This is an optimization exercise on Yosys and OpenROAD, whose aim is small area, a short achievable clock period and few clock cycles per item, not a production implementation. RTL that was checked went through simulation tests only; none was proved equivalent to the original.

==> inputs of job 7676 <==
Design playfair_byte_cipher_16x16, start of the top module:
module playfair_byte_cipher_16x16 (
  input  logic                         clk_i,
  input  logic                         rst_ni,
  input  logic                         cfg_we_i,
  input  logic [pfc_pkg::CfgIdxW-1:0]  cfg_idx_i,
  input  logic [pfc_pkg::CfgDataW-1:0] cfg_data_i,
  input  logic                         s_axis_tvalid,
  output logic                         s_axis_tready,
  input  logic [7:0]                   s_axis_tdata,   
  input  logic [pfc_pkg::OpW-1:0]      s_axis_tuser,   
  input  logic                         s_axis_tlast,   
  output logic                         m_axis_tvalid,
  input  logic                         m_axis_tready,
  output logic [7:0]                   m_axis_tdata,   
  output logic                         m_axis_tuser,   
  output logic                         m_axis_tlast    
);
export LEC_CHECK = 0
export CAP_MARGIN = 20
export CORE_MARGIN = 2
export CORE_UTILIZATION = 30
export CTS_CLUSTER_SIZE = 24
export MIN_ROUTING_LAYER = met2
export PLACE_DENSITY = 0.4
export SETUP_SLACK_MARGIN = 3.5
export SLEW_MARGIN = 20
create_clock -name core_clock -period 8.0 [get_ports {clk_i}]
run.sh (not shown) runs the stock make flow with config.mk's settings and CLKGATE_MAP_FILE= SYNTH_SCRIPT=/design/flow/synth_recipe.tcl, a recipe that flattens the netlist after the stock synthesis.
==> inputs of job 2243, as changes to job 7676 <==
--- a/flow/design.v
+++ b/flow/design.v
@@ -22,15 +22,16 @@
   input  logic         key_new_i,    
   input  logic [7:0]   look_i,       
   output logic         look_used_o,
   input  logic         fill_i,       
   output logic         busy_o,       
   output logic         done_o,       
-  output logic [7:0]   pos_o,
+  output logic [31:0]  grp_o,
   input  logic [7:0]   cell_i,
-  output logic [7:0]   sym_o
+  output logic [15:0]  hit_o,
+  output logic [63:0]  hi_o
 );
   localparam int Lanes = pfc_pkg::FillLanes;
   logic [255:0]     used_q;
   logic [255:0]     plane_q [8];      
   logic [8:0]       ptr_q;            
   logic [255:0]     dec;
@@ -134,34 +135,39 @@
     end
     for (genvar b = 0; b < 8; b++) begin : g_bit
       assign plane_q[b][s] = cell_q[b];
     end
     assign match[s] = (cell_q == cell_i);
   end
-  logic [7:0] bank_pos [16];
-  logic [3:0] bank_lo  [16];
+  logic [7:0]  bank_pos [16];
+  logic [3:0]  bank_hi  [16];
   logic [15:0] bank_hit;
-  for (genvar h = 0; h < 16; h++) begin : g_bank
+  for (genvar k = 0; k < 16; k++) begin : g_bank
     always_comb begin
-      bank_pos[h] = '0;
-      bank_lo[h]  = '0;
-      for (int k = 0; k < 16; k++) begin
-        bank_pos[h] = bank_pos[h] | ({plane_q[7][16*h+k], plane_q[6][16*h+k], plane_q[5][16*h+k],
+      bank_pos[k] = '0;
+      bank_hi[k]  = '0;
+      for (int h = 0; h < 16; h++) begin
+        bank_pos[k] = bank_pos[k] | ({plane_q[7][16*h+k], plane_q[6][16*h+k], plane_q[5][16*h+k],
                                       plane_q[4][16*h+k], plane_q[3][16*h+k], plane_q[2][16*h+k],
-                                      plane_q[1][16*h+k], plane_q[0][16*h+k]} & {8{sel_lo_i[k]}});
-        bank_lo[h]  = bank_lo[h] | (4'(k) & {4{match[16*h+k]}});
+                                      plane_q[1][16*h+k], plane_q[0][16*h+k]} & {8{sel_hi_i[h]}});
+        bank_hi[k]  = bank_hi[k] | (4'(h) & {4{match[16*h+k]}});
       end
     end
-    assign bank_hit[h] = |match[16*h +: 16];
+    always_comb begin
+      bank_hit[k] = 1'b0;
+      for (int h = 0; h < 16; h++) bank_hit[k] = bank_hit[k] | match[16*h+k];
+    end
+    assign hit_o[k]       = bank_hit[k];
+    assign hi_o[4*k +: 4] = bank_hi[k];
   end
-  always_comb begin
-    pos_o = '0;
-    sym_o = '0;
-    for (int h = 0; h < 16; h++) begin
-      pos_o = pos_o | (bank_pos[h] & {8{sel_hi_i[h]}});
-      sym_o = sym_o | {4'(h) & {4{bank_hit[h]}}, bank_lo[h]};
+  for (genvar g = 0; g < 4; g++) begin : g_grp
+    always_comb begin
+      grp_o[8*g +: 8] = '0;
+      for (int k = 4*g; k < 4*g+4; k++) begin
+        grp_o[8*g +: 8] = grp_o[8*g +: 8] | (bank_pos[k] & {8{sel_lo_i[k]}});
+      end
     end
   end
 endmodule
 module playfair_byte_cipher_16x16 (
   input  logic                         clk_i,
   input  logic                         rst_ni,
@@ -227,14 +233,18 @@
       sk_op_q <= s_axis_tuser;
       sk_b_q  <= s_axis_tdata;
       sk_l_q  <= s_axis_tlast;
     end
   end
   logic       key_done, fill_busy, fill_start;
-  logic [7:0] pos;
-  logic [7:0] cam_sym;
+  logic [31:0] grp, p1_grp_q;
+  logic        p1_v_q, p1_second_q, p1_final_q;
+  logic [7:0]  cam_sym;
+  logic [15:0] hit, m_hit_q;
+  logic [63:0] hi, m_hi_q;
+  logic        m_v_q, m_r1_q, m_final_q;
   logic       pipe_en;
   logic       s_v_q, s_key_q, s_new_q, s_second_q, s_final_q;
   logic       look_used;
   logic [15:0] s_hi_q, s_lo_q;    
   logic       p_v_q, p_second_q, p_final_q;
   logic [7:0] p_pos_q;
@@ -320,15 +330,16 @@
     .key_new_i  (s_new_q),
     .look_i     (in_b_q),
     .look_used_o(look_used),
     .fill_i     (fill_start),
     .busy_o     (fill_busy),
     .done_o     (key_done),
-    .pos_o      (pos),
+    .grp_o      (grp),
     .cell_i     (t_cell_q),
-    .sym_o      (cam_sym)
+    .hit_o      (hit),
+    .hi_o       (hi)
   );
   logic [3:0] step, ra, ka, rb, kb, nra, nka, nrb, nkb;
   always_comb begin
     step = dir_q ? 4'hf : 4'h1;
     ra   = pa_q[7:4];
     ka   = pa_q[3:0];
@@ -346,12 +357,18 @@
       nrb = rb + step;
     end else begin
       nka = kb;
       nkb = ka;
     end
   end
+  always_comb begin
+    cam_sym = '0;
+    for (int h = 0; h < 16; h++) begin
+      cam_sym = cam_sym | ({m_hi_q[4*h +: 4], 4'(h)} & {8{m_hit_q[h]}});
+    end
+  end
   logic       q1_keep;
   logic       emit;
   logic       emit_user, emit_last;
   assign q1_keep = !(dir_q && q1_b_q == marker_q);
   always_comb begin
     emit      = 1'b0;
@@ -375,48 +392,59 @@
       end
     end
   end
   always_ff @(posedge clk_i or negedge rst_ni) begin
     if (!rst_ni) begin
       s_v_q  <= 1'b0;
+      p1_v_q <= 1'b0;
       p_v_q  <= 1'b0;
       t_v_q  <= 1'b0;
+      m_v_q  <= 1'b0;
       q1_v_q <= 1'b0;
       q2_v_q <= 1'b0;
     end else if (pipe_en) begin
       s_v_q  <= issue;
-      p_v_q  <= s_v_q && !s_key_q;
+      p1_v_q <= s_v_q && !s_key_q;
+      p_v_q  <= p1_v_q;
       t_v_q  <= (p_v_q && p_second_q) || (t_v_q && t_r1_q);
-      q1_v_q <= t_v_q;
+      m_v_q  <= t_v_q;
+      q1_v_q <= m_v_q;
       q2_v_q <= q1_v_q;
     end
   end
   always_ff @(posedge clk_i) begin
     if (pipe_en) begin
       s_hi_q     <= 16'(1) << iss_sym[7:4];
       s_lo_q     <= 16'(1) << iss_sym[3:0];
       s_key_q    <= iss_key;
       s_new_q    <= !look_used && !(s_v_q && s_key_q && s_hi_q[in_b_q[7:4]] && s_lo_q[in_b_q[3:0]]);
       s_second_q <= iss_second;
       s_final_q  <= iss_final;
-      p_pos_q    <= pos;
-      p_second_q <= s_second_q;
-      p_final_q  <= s_final_q;
+      p1_grp_q    <= grp;
+      p1_second_q <= s_second_q;
+      p1_final_q  <= s_final_q;
+      p_pos_q    <= p1_grp_q[7:0] | p1_grp_q[15:8] | p1_grp_q[23:16] | p1_grp_q[31:24];
+      p_second_q <= p1_second_q;
+      p_final_q  <= p1_final_q;
       if (p_v_q && !p_second_q) pa_q <= p_pos_q;
       if (p_v_q && p_second_q) begin
         t_cell_q  <= {nra, nka};
         t_cb_q    <= {nrb, nkb};
         t_r1_q    <= 1'b1;
         t_final_q <= p_final_q;
       end else begin
         t_cell_q  <= t_cb_q;
         t_r1_q    <= 1'b0;
       end
+      m_hit_q    <= hit;
+      m_hi_q     <= hi;
+      m_r1_q     <= t_r1_q;
+      m_final_q  <= t_final_q;
       q1_b_q     <= cam_sym;
-      q1_r1_q    <= t_r1_q;
-      q1_final_q <= t_final_q;
+      q1_r1_q    <= m_r1_q;
+      q1_final_q <= m_final_q;
       q2_b_q     <= q1_b_q;
       q2_r1_q    <= q1_r1_q;
       q2_final_q <= q1_final_q;
       q2_keep_q  <= q1_keep;
     end
   end
==> flow/config.mk (replaced) <==
export PLATFORM = sky130hd
export DESIGN_NAME = playfair_byte_cipher_16x16
export DESIGN_NICKNAME = playfair_byte_cipher_16x16
export VERILOG_FILES = /design/flow/design.v
export SDC_FILE = /design/flow/constraint.sdc
export NUM_CORES = 4
export LEC_CHECK = 0
export CAP_MARGIN = 20
export CELL_PAD_IN_SITES_DETAIL_PLACEMENT = 1
export CELL_PAD_IN_SITES_GLOBAL_PLACEMENT = 2
export CORE_MARGIN = 2
export CORE_UTILIZATION = 30
export CTS_CLUSTER_DIAMETER = 100
export CTS_CLUSTER_SIZE = 16
export PLACE_DENSITY = 0.4
export SETUP_SLACK_MARGIN = 4.6
export SLEW_MARGIN = 20
==> summary of the runs <==
- Job 7676 aborted during global routing (5_1_grt). Job 2243 finished clean.
- Against job 7676, the synthesized area of job 2243 is larger by about 2.7%.
- Synthesized cell count: job 7676 is smaller than job 2243 (3.4%).
Testbench counts of job 2243, summed over its fixed seeds: cycles 5,629, items 4,096.
Only the layout flow was run in job 7676; the RTL was not checked for function there.

==> inputs of run K <==
==> flow/design.v <==
package pfc_pkg;
  localparam int GridSide  = 16;
  localparam int SideW     = $clog2(GridSide);
  localparam int CellCount = GridSide * GridSide;
  localparam int CellW     = $clog2(CellCount);
  localparam int SymW      = 8;
  localparam int SymCount  = 1 << SymW;
  localparam int OpW       = 2;
  localparam int CfgIdxW   = 1;
  localparam int CfgDataW  = 8;
  localparam int FillLanes = 16;    
  localparam logic [OpW-1:0] OpKey    = 2'd0;
  localparam logic [OpW-1:0] OpFinish = 2'd1;
  localparam logic [OpW-1:0] OpData   = 2'd2;
endpackage
module pfc_ram (
  input  logic         clk_i,
  input  logic         rst_ni,
  input  logic [7:0]   sel_i,        
  input  logic         key_we_i,     
  input  logic         fill_i,       
  input  logic [3:0]   blk_i,
  input  logic [7:0]   ptr_i,        
  output logic         key_new_o,    
  output logic [4:0]   fill_cnt_o,   
  output logic [7:0]   pos_o,
  input  logic [7:0]   cell_i,
  output logic [7:0]   sym_o
);
  localparam int Lanes = pfc_pkg::FillLanes;
  logic [255:0]     used_q;
  logic [255:0]     plane_q [8];      
  logic [255:0]     dec;
  logic [15:0]      blk_dec;
  logic [255:0]     blk_sel;
  logic [255:0]     we;
  logic [255:0]     match;
  logic [Lanes-1:0] blk_free;
  logic [7:0]       lane_d [Lanes];
  logic [4:0]       cnt [Lanes+1];
  assign dec     = 256'(1) << sel_i;
  assign blk_dec = 16'(1) << blk_i;
  for (genvar b = 0; b < 16; b++) begin : g_blk
    assign blk_sel[b*Lanes +: Lanes] = {Lanes{blk_dec[b]}};
  end
  assign blk_free = Lanes'((~used_q >> {blk_i, 4'd0}));
  assign cnt[0]   = '0;
  for (genvar i = 0; i < Lanes; i++) begin : g_lane
    assign cnt[i+1]  = cnt[i] + 5'(blk_free[i]);
    assign lane_d[i] = fill_i ? (ptr_i + 8'(cnt[i])) : ptr_i;
  end
  assign fill_cnt_o = cnt[Lanes];
  assign we        = ~used_q & (({256{key_we_i}} & dec) | ({256{fill_i}} & blk_sel));
  assign key_new_o = |(dec & ~used_q);
  always_ff @(posedge clk_i or negedge rst_ni) begin
    if (!rst_ni) begin
      used_q <= '0;
    end else begin
      used_q <= used_q | we;
    end
  end
  for (genvar s = 0; s < 256; s++) begin : g_ent
    logic [7:0] cell_q;
    always_ff @(posedge clk_i) begin
      if (we[s]) cell_q <= lane_d[s % Lanes];
    end
    for (genvar b = 0; b < 8; b++) begin : g_bit
      assign plane_q[b][s] = cell_q[b];
    end
    assign match[s] = (cell_q == cell_i);
  end
  for (genvar b = 0; b < 8; b++) begin : g_out
    logic [255:0] sym_bit;
    for (genvar s = 0; s < 256; s++) begin : g_s
      assign sym_bit[s] = s[b];
    end
    assign pos_o[b] = |(dec & plane_q[b]);
    assign sym_o[b] = |(match & sym_bit);
  end
endmodule
module playfair_byte_cipher_16x16 (
  input  logic                         clk_i,
  input  logic                         rst_ni,
  input  logic                         cfg_we_i,
  input  logic [pfc_pkg::CfgIdxW-1:0]  cfg_idx_i,
  input  logic [pfc_pkg::CfgDataW-1:0] cfg_data_i,
  input  logic                         s_axis_tvalid,
  output logic                         s_axis_tready,
  input  logic [7:0]                   s_axis_tdata,   
  input  logic [pfc_pkg::OpW-1:0]      s_axis_tuser,   
  input  logic                         s_axis_tlast,   
  output logic                         m_axis_tvalid,
  input  logic                         m_axis_tready,
  output logic [7:0]                   m_axis_tdata,   
  output logic                         m_axis_tuser,   
  output logic                         m_axis_tlast    
);
  logic [7:0] marker_q;
  logic       dir_q;
  always_ff @(posedge clk_i or negedge rst_ni) begin
    if (!rst_ni) begin
      marker_q <= '0;
      dir_q    <= 1'b0;
    end else if (cfg_we_i) begin
      if (cfg_idx_i == 1'b0) marker_q <= cfg_data_i;
      else                   dir_q    <= cfg_data_i[0];
    end
  end
  logic       in_v_q, sk_v_q;
  logic [1:0] in_op_q, sk_op_q;
  logic [7:0] in_b_q, sk_b_q;
  logic       in_l_q, sk_l_q;
  logic       in_take;     
  logic       acc;
  assign s_axis_tready = !sk_v_q;
  assign acc = s_axis_tvalid && !sk_v_q;
  always_ff @(posedge clk_i or negedge rst_ni) begin
    if (!rst_ni) begin
      in_v_q <= 1'b0;
      sk_v_q <= 1'b0;
    end else begin
      if (!in_v_q || in_take) begin
        in_v_q <= sk_v_q || acc;
        sk_v_q <= 1'b0;
      end else if (acc) begin
        sk_v_q <= 1'b1;
      end
    end
  end
  always_ff @(posedge clk_i) begin
    if (!in_v_q || in_take) begin
      if (sk_v_q) begin
        in_op_q <= sk_op_q;
        in_b_q  <= sk_b_q;
        in_l_q  <= sk_l_q;
      end else begin
        in_op_q <= s_axis_tuser;
        in_b_q  <= s_axis_tdata;
        in_l_q  <= s_axis_tlast;
      end
    end
    if (!sk_v_q) begin
      sk_op_q <= s_axis_tuser;
      sk_b_q  <= s_axis_tdata;
      sk_l_q  <= s_axis_tlast;
    end
  end
  logic       key_done_q, fill_q;
  logic [3:0] blk_q;
  logic [8:0] ptr_q;
  logic       key_new;
  logic [4:0] fill_cnt;
  logic [7:0] pos;
  logic [7:0] cam_sym;
  logic       pipe_en;
  logic       s_v_q, s_key_q, s_second_q, s_final_q;
  logic [7:0] s_sym_q;
  logic       p_v_q, p_second_q, p_final_q;
  logic [7:0] p_pos_q;
  logic [7:0] pa_q;
  logic       t_v_q, t_r1_q, t_final_q;
  logic [7:0] t_cell_q, t_cb_q;
  logic       q1_v_q, q1_r1_q, q1_final_q;
  logic [7:0] q1_b_q;
  logic       q2_v_q, q2_r1_q, q2_final_q, q2_keep_q;
  logic [7:0] q2_b_q;
  logic       pend_v_q;    
  logic [7:0] pend_q;
  logic       half_q;      
  logic       issue, iss_second, iss_final, iss_key;
  logic [7:0] iss_sym;
  logic       is_key, is_fin, is_data;
  assign is_key  = (in_op_q == pfc_pkg::OpKey);
  assign is_fin  = (in_op_q == pfc_pkg::OpFinish);
  assign is_data = (in_op_q == pfc_pkg::OpData);
  always_comb begin
    issue      = 1'b0;
    iss_second = 1'b0;
    iss_final  = 1'b0;
    iss_key    = 1'b0;
    iss_sym    = in_b_q;
    in_take    = 1'b0;
    if (in_v_q && pipe_en && !fill_q) begin
      if (!key_done_q) begin
        in_take = 1'b1;
        if (is_key) begin
          issue   = 1'b1;
          iss_key = 1'b1;
        end
      end else if (!is_data) begin
        in_take = 1'b1;
      end else begin
        issue = 1'b1;
        if (pend_v_q && pend_q == in_b_q) begin
          iss_sym    = marker_q;       
          iss_second = 1'b1;
        end else if (pend_v_q) begin
          iss_second = 1'b1;           
          iss_final  = in_l_q;
          in_take    = 1'b1;
        end else if (!half_q) begin
          in_take    = !in_l_q;        
        end else begin
          iss_sym    = marker_q;       
          iss_second = 1'b1;
          iss_final  = 1'b1;
          in_take    = 1'b1;
        end
      end
    end
  end
  always_ff @(posedge clk_i or negedge rst_ni) begin
    if (!rst_ni) begin
      key_done_q <= 1'b0;
      fill_q     <= 1'b0;
      blk_q      <= '0;
      ptr_q      <= '0;
      pend_v_q   <= 1'b0;
      half_q     <= 1'b0;
    end else begin
      if (s_v_q && s_key_q && key_new && !ptr_q[8]) begin
        ptr_q <= ptr_q + 9'd1;
      end
      if (in_v_q && pipe_en && !fill_q && !key_done_q && is_fin) begin
        fill_q <= 1'b1;
        blk_q  <= '0;
      end
      if (fill_q) begin
        ptr_q <= ptr_q + 9'(fill_cnt);
        blk_q <= blk_q + 4'd1;
        if (blk_q == 4'hf) begin
          fill_q     <= 1'b0;
          key_done_q <= 1'b1;
        end
      end
      if (issue && !iss_key) begin
        if (iss_second) begin
          pend_v_q <= 1'b0;
        end else if (in_l_q) begin
          half_q <= 1'b1;
        end else begin
          pend_v_q <= 1'b1;
        end
        if (iss_final) half_q <= 1'b0;
      end
    end
  end
  always_ff @(posedge clk_i) begin
    if (issue && !iss_key && !iss_second) pend_q <= in_b_q;
  end
  pfc_ram u_tab (
    .clk_i      (clk_i),
    .rst_ni     (rst_ni),
    .sel_i      (s_sym_q),
    .key_we_i   (s_v_q && s_key_q && !ptr_q[8]),
    .fill_i     (fill_q),
    .blk_i      (blk_q),
    .ptr_i      (ptr_q[7:0]),
    .key_new_o  (key_new),
    .fill_cnt_o (fill_cnt),
    .pos_o      (pos),
    .cell_i     (t_cell_q),
    .sym_o      (cam_sym)
  );
  logic [3:0] step, ra, ka, rb, kb, nra, nka, nrb, nkb;
  always_comb begin
    step = dir_q ? 4'hf : 4'h1;
    ra   = pa_q[7:4];
    ka   = pa_q[3:0];
    rb   = p_pos_q[7:4];
    kb   = p_pos_q[3:0];
    nra  = ra;
    nka  = ka;
    nrb  = rb;
    nkb  = kb;
    if (ra == rb) begin
      nka = ka + step;
      nkb = kb + step;
    end else if (ka == kb) begin
      nra = ra + step;
      nrb = rb + step;
    end else begin
      nka = kb;
      nkb = ka;
    end
  end
  logic       q1_keep;
  logic       emit;
  logic       emit_user, emit_last;
  assign q1_keep = !(dir_q && q1_b_q == marker_q);
  always_comb begin
    emit      = 1'b0;
    emit_user = 1'b1;
    emit_last = 1'b0;
    if (q2_v_q) begin
      if (q2_final_q && q2_r1_q) begin
        if (q2_keep_q) begin
          emit      = 1'b1;
          emit_last = !q1_keep;
        end else if (!q1_keep) begin
          emit      = 1'b1;
          emit_user = 1'b0;
          emit_last = 1'b1;
        end
      end else if (q2_final_q) begin
        emit      = q2_keep_q;
        emit_last = 1'b1;
      end else begin
        emit      = q2_keep_q;
      end
    end
  end
  always_ff @(posedge clk_i or negedge rst_ni) begin
    if (!rst_ni) begin
      s_v_q  <= 1'b0;
      p_v_q  <= 1'b0;
      t_v_q  <= 1'b0;
      q1_v_q <= 1'b0;
      q2_v_q <= 1'b0;
    end else if (pipe_en) begin
      s_v_q  <= issue;
      p_v_q  <= s_v_q && !s_key_q;
      t_v_q  <= (p_v_q && p_second_q) || (t_v_q && t_r1_q);
      q1_v_q <= t_v_q;
      q2_v_q <= q1_v_q;
    end
  end
  always_ff @(posedge clk_i) begin
    if (pipe_en) begin
      s_sym_q    <= iss_sym;
      s_key_q    <= iss_key;
      s_second_q <= iss_second;
      s_final_q  <= iss_final;
      p_pos_q    <= pos;
      p_second_q <= s_second_q;
      p_final_q  <= s_final_q;
      if (p_v_q && !p_second_q) pa_q <= p_pos_q;
      if (p_v_q && p_second_q) begin
        t_cell_q  <= {nra, nka};
        t_cb_q    <= {nrb, nkb};
        t_r1_q    <= 1'b1;
        t_final_q <= p_final_q;
      end else begin
        t_cell_q  <= t_cb_q;
        t_r1_q    <= 1'b0;
      end
      q1_b_q     <= cam_sym;
      q1_r1_q    <= t_r1_q;
      q1_final_q <= t_final_q;
      q2_b_q     <= q1_b_q;
      q2_r1_q    <= q1_r1_q;
      q2_final_q <= q1_final_q;
      q2_keep_q  <= q1_keep;
    end
  end
  logic       o_v_q, o_u_q, o_l_q, k_v_q, k_u_q, k_l_q;
  logic [7:0] o_b_q, k_b_q;
  assign pipe_en = !k_v_q;
  always_ff @(posedge clk_i or negedge rst_ni) begin
    if (!rst_ni) begin
      o_v_q <= 1'b0;
      k_v_q <= 1'b0;
    end else begin
      if (k_v_q) begin
        if (m_axis_tready) k_v_q <= 1'b0;
      end else if (emit) begin
        if (o_v_q && !m_axis_tready) k_v_q <= 1'b1;
        else                         o_v_q <= 1'b1;
      end else if (m_axis_tready) begin
        o_v_q <= 1'b0;
      end
    end
  end
  always_ff @(posedge clk_i) begin
    if (k_v_q) begin
      if (m_axis_tready) begin
        o_b_q <= k_b_q;
        o_u_q <= k_u_q;
        o_l_q <= k_l_q;
      end
    end else if (emit) begin
      if (o_v_q && !m_axis_tready) begin
        k_b_q <= q2_b_q;
        k_u_q <= emit_user;
        k_l_q <= emit_last;
      end else begin
        o_b_q <= q2_b_q;
        o_u_q <= emit_user;
        o_l_q <= emit_last;
      end
    end
  end
  assign m_axis_tvalid = o_v_q;
  assign m_axis_tdata  = o_b_q;
  assign m_axis_tuser  = o_u_q;
  assign m_axis_tlast  = o_l_q;
endmodule
==> flow/run.sh <==
#!/bin/bash
# synth_recipe.tcl (not shown) runs the flow's synth.tcl, then flattens the netlist and writes it again
# the make line also repeats each setting of config.mk as NAME=value (left out here)
make -C /OpenROAD-flow-scripts/flow DESIGN_CONFIG=/design/flow/config.mk WORK_HOME=/design/flow/orfs CLKGATE_MAP_FILE= SYNTH_SCRIPT=/design/flow/synth_recipe.tcl finish
==> flow/config.mk <==
export PLATFORM = sky130hd
export DESIGN_NAME = playfair_byte_cipher_16x16
export DESIGN_NICKNAME = playfair_byte_cipher_16x16
export VERILOG_FILES = /design/flow/design.v
export SDC_FILE = /design/flow/constraint.sdc
export NUM_CORES = 4
export LEC_CHECK = 0
export CAP_MARGIN = 20
export CORE_MARGIN = 2
export CORE_UTILIZATION = 45
export PLACE_DENSITY = 0.6
export SLEW_MARGIN = 20
==> flow/constraint.sdc <==
create_clock -name core_clock -period 8.0 [get_ports {clk_i}]
set_input_delay 1.6000 -clock core_clock [delete_from_list [all_inputs] [get_ports {clk_i}]]
set_output_delay 1.6000 -clock core_clock [all_outputs]
set_load 0.01 [all_outputs]
==> run X (differences from run K) <==
==> flow/design.v, changed modules only <==
module pfc_ram (
  input  logic         clk_i,
  input  logic         rst_ni,
  input  logic [7:0]   sel_i,        
  input  logic         key_we_i,     
  input  logic         key_new_i,    
  input  logic [7:0]   look_i,       
  output logic         look_used_o,
  input  logic         fill_i,       
  output logic         busy_o,       
  output logic         done_o,       
  output logic [7:0]   pos_o,
  input  logic [7:0]   cell_i,
  output logic [7:0]   sym_o
);
  localparam int Lanes = pfc_pkg::FillLanes;
  logic [255:0]     used_q;
  logic [255:0]     plane_q [8];      
  logic [8:0]       ptr_q;            
  logic [255:0]     dec;
  logic [255:0]     we;
  logic [255:0]     match;
  logic             rv_q, cv_q, wv_q, done_q;
  logic [3:0]       rblk_q, cblk_q, wblk_q;
  logic [Lanes-1:0] cfree_q;
  logic [3:0]       cnt_q [Lanes];    
  logic [4:0]       tot_q;
  logic [Lanes-1:0] rfree;
  logic [4:0]       pre [5][Lanes];   
  logic [15:0]      wblk_dec;
  logic [255:0]     wblk_sel;
  logic [7:0]       lane_d [Lanes];
  assign dec      = 256'(1) << sel_i;
  assign wblk_dec = 16'(1) << wblk_q;
  for (genvar b = 0; b < 16; b++) begin : g_blk
    assign wblk_sel[b*Lanes +: Lanes] = {Lanes{wblk_dec[b] & wv_q}};
  end
  assign rfree = Lanes'((~used_q >> {rblk_q, 4'd0}));
  for (genvar i = 0; i < Lanes; i++) begin : g_pre0
    assign pre[0][i] = 5'(cfree_q[i]);
  end
  for (genvar l = 0; l < 4; l++) begin : g_lvl
    for (genvar i = 0; i < Lanes; i++) begin : g_i
      if (i & (1 << l)) begin : g_add
        assign pre[l+1][i] = pre[l][i] + pre[l][((i >> l) << l) - 1];
      end else begin : g_pass
        assign pre[l+1][i] = pre[l][i];
      end
    end
  end
  always_ff @(posedge clk_i or negedge rst_ni) begin
    if (!rst_ni) begin
      rv_q   <= 1'b0;
      rblk_q <= '0;
      cv_q   <= 1'b0;
      wv_q   <= 1'b0;
      done_q <= 1'b0;
      ptr_q  <= '0;
    end else begin
      if (fill_i) begin
        rv_q   <= 1'b1;
        rblk_q <= '0;
      end else if (rv_q) begin
        rblk_q <= rblk_q + 4'd1;
        if (rblk_q == 4'hf) rv_q <= 1'b0;
      end
      cv_q <= rv_q;
      wv_q <= cv_q;
      if (wv_q) begin
        ptr_q <= ptr_q + 9'(tot_q);
        if (wblk_q == 4'hf) done_q <= 1'b1;
      end else if (key_we_i && key_new_i && !ptr_q[8]) begin
        ptr_q <= ptr_q + 9'd1;
      end
    end
  end
  always_ff @(posedge clk_i) begin
    cfree_q <= rfree;
    cblk_q <= rblk_q;
    wblk_q <= cblk_q;
    tot_q  <= pre[4][Lanes-1];
    cnt_q[0] <= '0;
    for (int i = 1; i < Lanes; i++) cnt_q[i] <= 4'(pre[4][i-1]);
  end
  assign busy_o = rv_q || cv_q || wv_q;
  assign done_o = done_q;
  for (genvar i = 0; i < Lanes; i++) begin : g_lane
    assign lane_d[i] = ptr_q[7:0] + 8'(cnt_q[i] & {4{wv_q}});
  end
  assign we          = ~used_q & (({256{key_we_i && !ptr_q[8]}} & dec) | wblk_sel);
  assign look_used_o = used_q[look_i];
  always_ff @(posedge clk_i or negedge rst_ni) begin
    if (!rst_ni) begin
      used_q <= '0;
    end else begin
      used_q <= used_q | we;
    end
  end
  for (genvar s = 0; s < 256; s++) begin : g_ent
    logic [7:0] cell_q;
    always_ff @(posedge clk_i) begin
      if (we[s]) cell_q <= lane_d[s % Lanes];
    end
    for (genvar b = 0; b < 8; b++) begin : g_bit
      assign plane_q[b][s] = cell_q[b];
    end
    assign match[s] = (cell_q == cell_i);
  end
  for (genvar b = 0; b < 8; b++) begin : g_out
    logic [255:0] sym_bit;
    for (genvar s = 0; s < 256; s++) begin : g_s
      assign sym_bit[s] = s[b];
    end
    assign pos_o[b] = |(dec & plane_q[b]);
    assign sym_o[b] = |(match & sym_bit);
  end
endmodule
module playfair_byte_cipher_16x16 (
  input  logic                         clk_i,
  input  logic                         rst_ni,
  input  logic                         cfg_we_i,
  input  logic [pfc_pkg::CfgIdxW-1:0]  cfg_idx_i,
  input  logic [pfc_pkg::CfgDataW-1:0] cfg_data_i,
  input  logic                         s_axis_tvalid,
  output logic                         s_axis_tready,
  input  logic [7:0]                   s_axis_tdata,   
  input  logic [pfc_pkg::OpW-1:0]      s_axis_tuser,   
  input  logic                         s_axis_tlast,   
  output logic                         m_axis_tvalid,
  input  logic                         m_axis_tready,
  output logic [7:0]                   m_axis_tdata,   
  output logic                         m_axis_tuser,   
  output logic                         m_axis_tlast    
);
  logic [7:0] marker_q;
  logic       dir_q;
  always_ff @(posedge clk_i or negedge rst_ni) begin
    if (!rst_ni) begin
      marker_q <= '0;
      dir_q    <= 1'b0;
    end else if (cfg_we_i) begin
      if (cfg_idx_i == 1'b0) marker_q <= cfg_data_i;
      else                   dir_q    <= cfg_data_i[0];
    end
  end
  logic       in_v_q, sk_v_q;
  logic [1:0] in_op_q, sk_op_q;
  logic [7:0] in_b_q, sk_b_q;
  logic       in_l_q, sk_l_q;
  logic       in_take;     
  logic       acc;
  assign s_axis_tready = !sk_v_q;
  assign acc = s_axis_tvalid && !sk_v_q;
  always_ff @(posedge clk_i or negedge rst_ni) begin
    if (!rst_ni) begin
      in_v_q <= 1'b0;
      sk_v_q <= 1'b0;
    end else begin
      if (!in_v_q || in_take) begin
        in_v_q <= sk_v_q || acc;
        sk_v_q <= 1'b0;
      end else if (acc) begin
        sk_v_q <= 1'b1;
      end
    end
  end
  always_ff @(posedge clk_i) begin
    if (!in_v_q || in_take) begin
      if (sk_v_q) begin
        in_op_q <= sk_op_q;
        in_b_q  <= sk_b_q;
        in_l_q  <= sk_l_q;
      end else begin
        in_op_q <= s_axis_tuser;
        in_b_q  <= s_axis_tdata;
        in_l_q  <= s_axis_tlast;
      end
    end
    if (!sk_v_q) begin
      sk_op_q <= s_axis_tuser;
      sk_b_q  <= s_axis_tdata;
      sk_l_q  <= s_axis_tlast;
    end
  end
  logic       key_done, fill_busy, fill_start;
  logic [7:0] pos;
  logic [7:0] cam_sym;
  logic       pipe_en;
  logic       s_v_q, s_key_q, s_new_q, s_second_q, s_final_q;
  logic       look_used;
  logic [7:0] s_sym_q;
  logic       p_v_q, p_second_q, p_final_q;
  logic [7:0] p_pos_q;
  logic [7:0] pa_q;
  logic       t_v_q, t_r1_q, t_final_q;
  logic [7:0] t_cell_q, t_cb_q;
  logic       q1_v_q, q1_r1_q, q1_final_q;
  logic [7:0] q1_b_q;
  logic       q2_v_q, q2_r1_q, q2_final_q, q2_keep_q;
  logic [7:0] q2_b_q;
  logic       pend_v_q;    
  logic [7:0] pend_q;
  logic       half_q;      
  logic       issue, iss_second, iss_final, iss_key;
  logic [7:0] iss_sym;
  logic       is_key, is_fin, is_data;
  assign is_key  = (in_op_q == pfc_pkg::OpKey);
  assign is_fin  = (in_op_q == pfc_pkg::OpFinish);
  assign is_data = (in_op_q == pfc_pkg::OpData);
  always_comb begin
    issue      = 1'b0;
    iss_second = 1'b0;
    iss_final  = 1'b0;
    iss_key    = 1'b0;
    iss_sym    = in_b_q;
    in_take    = 1'b0;
    if (in_v_q && pipe_en && !fill_busy) begin
      if (!key_done) begin
        in_take = 1'b1;
        if (is_key) begin
          issue   = 1'b1;
          iss_key = 1'b1;
        end
      end else if (!is_data) begin
        in_take = 1'b1;
      end else begin
        issue = 1'b1;
        if (pend_v_q && pend_q == in_b_q) begin
          iss_sym    = marker_q;       
          iss_second = 1'b1;
        end else if (pend_v_q) begin
          iss_second = 1'b1;           
          iss_final  = in_l_q;
          in_take    = 1'b1;
        end else if (!half_q) begin
          in_take    = !in_l_q;        
        end else begin
          iss_sym    = marker_q;       
          iss_second = 1'b1;
          iss_final  = 1'b1;
          in_take    = 1'b1;
        end
      end
    end
  end
  always_ff @(posedge clk_i or negedge rst_ni) begin
    if (!rst_ni) begin
      pend_v_q   <= 1'b0;
      half_q     <= 1'b0;
    end else begin
      if (issue && !iss_key) begin
        if (iss_second) begin
          pend_v_q <= 1'b0;
        end else if (in_l_q) begin
          half_q <= 1'b1;
        end else begin
          pend_v_q <= 1'b1;
        end
        if (iss_final) half_q <= 1'b0;
      end
    end
  end
  assign fill_start = in_v_q && pipe_en && !fill_busy && !key_done && is_fin;
  always_ff @(posedge clk_i) begin
    if (issue && !iss_key && !iss_second) pend_q <= in_b_q;
  end
  pfc_ram u_tab (
    .clk_i      (clk_i),
    .rst_ni     (rst_ni),
    .sel_i      (s_sym_q),
    .key_we_i   (s_v_q && s_key_q),
    .key_new_i  (s_new_q),
    .look_i     (in_b_q),
    .look_used_o(look_used),
    .fill_i     (fill_start),
    .busy_o     (fill_busy),
    .done_o     (key_done),
    .pos_o      (pos),
    .cell_i     (t_cell_q),
    .sym_o      (cam_sym)
  );
  logic [3:0] step, ra, ka, rb, kb, nra, nka, nrb, nkb;
  always_comb begin
    step = dir_q ? 4'hf : 4'h1;
    ra   = pa_q[7:4];
    ka   = pa_q[3:0];
    rb   = p_pos_q[7:4];
    kb   = p_pos_q[3:0];
    nra  = ra;
    nka  = ka;
    nrb  = rb;
    nkb  = kb;
    if (ra == rb) begin
      nka = ka + step;
      nkb = kb + step;
    end else if (ka == kb) begin
      nra = ra + step;
      nrb = rb + step;
    end else begin
      nka = kb;
      nkb = ka;
    end
  end
  logic       q1_keep;
  logic       emit;
  logic       emit_user, emit_last;
  assign q1_keep = !(dir_q && q1_b_q == marker_q);
  always_comb begin
    emit      = 1'b0;
    emit_user = 1'b1;
    emit_last = 1'b0;
    if (q2_v_q) begin
      if (q2_final_q && q2_r1_q) begin
        if (q2_keep_q) begin
          emit      = 1'b1;
          emit_last = !q1_keep;
        end else if (!q1_keep) begin
          emit      = 1'b1;
          emit_user = 1'b0;
          emit_last = 1'b1;
        end
      end else if (q2_final_q) begin
        emit      = q2_keep_q;
        emit_last = 1'b1;
      end else begin
        emit      = q2_keep_q;
      end
    end
  end
  always_ff @(posedge clk_i or negedge rst_ni) begin
    if (!rst_ni) begin
      s_v_q  <= 1'b0;
      p_v_q  <= 1'b0;
      t_v_q  <= 1'b0;
      q1_v_q <= 1'b0;
      q2_v_q <= 1'b0;
    end else if (pipe_en) begin
      s_v_q  <= issue;
      p_v_q  <= s_v_q && !s_key_q;
      t_v_q  <= (p_v_q && p_second_q) || (t_v_q && t_r1_q);
      q1_v_q <= t_v_q;
      q2_v_q <= q1_v_q;
    end
  end
  always_ff @(posedge clk_i) begin
    if (pipe_en) begin
      s_sym_q    <= iss_sym;
      s_key_q    <= iss_key;
      s_new_q    <= !look_used && !(s_v_q && s_key_q && s_sym_q == in_b_q);
      s_second_q <= iss_second;
      s_final_q  <= iss_final;
      p_pos_q    <= pos;
      p_second_q <= s_second_q;
      p_final_q  <= s_final_q;
      if (p_v_q && !p_second_q) pa_q <= p_pos_q;
      if (p_v_q && p_second_q) begin
        t_cell_q  <= {nra, nka};
        t_cb_q    <= {nrb, nkb};
        t_r1_q    <= 1'b1;
        t_final_q <= p_final_q;
      end else begin
        t_cell_q  <= t_cb_q;
        t_r1_q    <= 1'b0;
      end
      q1_b_q     <= cam_sym;
      q1_r1_q    <= t_r1_q;
      q1_final_q <= t_final_q;
      q2_b_q     <= q1_b_q;
      q2_r1_q    <= q1_r1_q;
      q2_final_q <= q1_final_q;
      q2_keep_q  <= q1_keep;
    end
  end
  logic       o_v_q, o_u_q, o_l_q, k_v_q, k_u_q, k_l_q;
  logic [7:0] o_b_q, k_b_q;
  assign pipe_en = !k_v_q;
  always_ff @(posedge clk_i or negedge rst_ni) begin
    if (!rst_ni) begin
      o_v_q <= 1'b0;
      k_v_q <= 1'b0;
    end else begin
      if (k_v_q) begin
        if (m_axis_tready) k_v_q <= 1'b0;
      end else if (emit) begin
        if (o_v_q && !m_axis_tready) k_v_q <= 1'b1;
        else                         o_v_q <= 1'b1;
      end else if (m_axis_tready) begin
        o_v_q <= 1'b0;
      end
    end
  end
  always_ff @(posedge clk_i) begin
    if (k_v_q) begin
      if (m_axis_tready) begin
        o_b_q <= k_b_q;
        o_u_q <= k_u_q;
        o_l_q <= k_l_q;
      end
    end else if (emit) begin
      if (o_v_q && !m_axis_tready) begin
        k_b_q <= q2_b_q;
        k_u_q <= emit_user;
        k_l_q <= emit_last;
      end else begin
        o_b_q <= q2_b_q;
        o_u_q <= emit_user;
        o_l_q <= emit_last;
      end
    end
  end
  assign m_axis_tvalid = o_v_q;
  assign m_axis_tdata  = o_b_q;
  assign m_axis_tuser  = o_u_q;
  assign m_axis_tlast  = o_l_q;
endmodule
CORE_UTILIZATION = 30   (was 45)
PLACE_DENSITY = 0.4   (was 0.6)
SETUP_SLACK_MARGIN = 4.5   (was not set)
==> qor summary <==
Adder-cell area share of the yosys netlist: run X 1.65%; run K 1.48%
Share of the synthesized area in compound gates (AO/OA/AOI/OAI): run X 8.53%; run K 10.2%
Placed instance count: run X 16100; run K 13900
Postcts setup bufs: run X 282; run K 13
Number of buffers inserted during clock tree synthesis: run X 307; run K 285
Initial Util: run X 30.1%; run K 45.2%
Post-synthesis async set-or-reset flop share: run X 11.5%; run K 11.8%
Clock tree sinks: run X 2542; run K 2457
Synth top area share: run X 50.3%; run K 52.4%
Die width: run X 659 microns; run K 528 microns
Run status: run X did not finish; run K did not finish
Failing step: run X global routing (5_1_grt); run K global routing (5_1_grt)
Count of state elements after synthesis: run X 2542; run K 2457
Average instance area after synthesis: run X 12.8 sq um; run K 12.8 sq um
Quantity of gates resized following cts: run X 1016; run K 34
Placed standard-cell area: run X 144000 sq um; run K 137000 sq um
Post-synthesis sequential area ratio: run X 57.5%; run K 58.4%
Multiplexer share of the synthesized area: run X 3.26%; run K 2.02%
Post-Synth XOR/XNOR Area: run X 15.0%; run K 15.9%
Mapped Nets: run X 10200; run K 9788
Placement Rows: run X 240; run K 192
Post-synthesis cell type count: run X 85; run K 82
Simple-Gate Fraction of Synth Area: run X 11.4%; run K 10.1%
Mapped Area: run X 129000 sq um; run K 124000 sq um
Post-synth EDFFs: run X 2156; run K 2155
GP Congestion: run X 1.43; run K 1.60
Synth warn: run X 6; run K 5
Testbench counts of run K, summed over its fixed seeds: cycles 5,597, items 4,096.
Testbench counts of run X, summed over its fixed seeds: cycles 5,613, items 4,096.

[re-timing with driven ports]
Ports are ideal in the flow. The routed layout listed here was re-timed in OpenROAD.
Step 1: set_driving_cell puts a clkbuf_16 on clk_i and a buf_2 on each other input, an assumption about the parent block.
Step 2 moves the port delays by t, midway between the first and last clock arrival at a register: inputs arrive t later, outputs are due t later. That takes back most of the time a late clock gives input paths.
a / b / c = ideal / step 1 / step 2; a / b = the first two.
run: job 2243
t, ns: 1.079
slack for setup (ns): 4.428 / 4.428 / 4.428
hold slack, ns: 0.335 / 0.335 / 0.335
worst setup path after step 2: register to register
After both steps job 2243 still meets setup and hold. For job 2243, drivers alone change the setup slack by 0.000 ns; drivers and shift together by 0.000 ns.
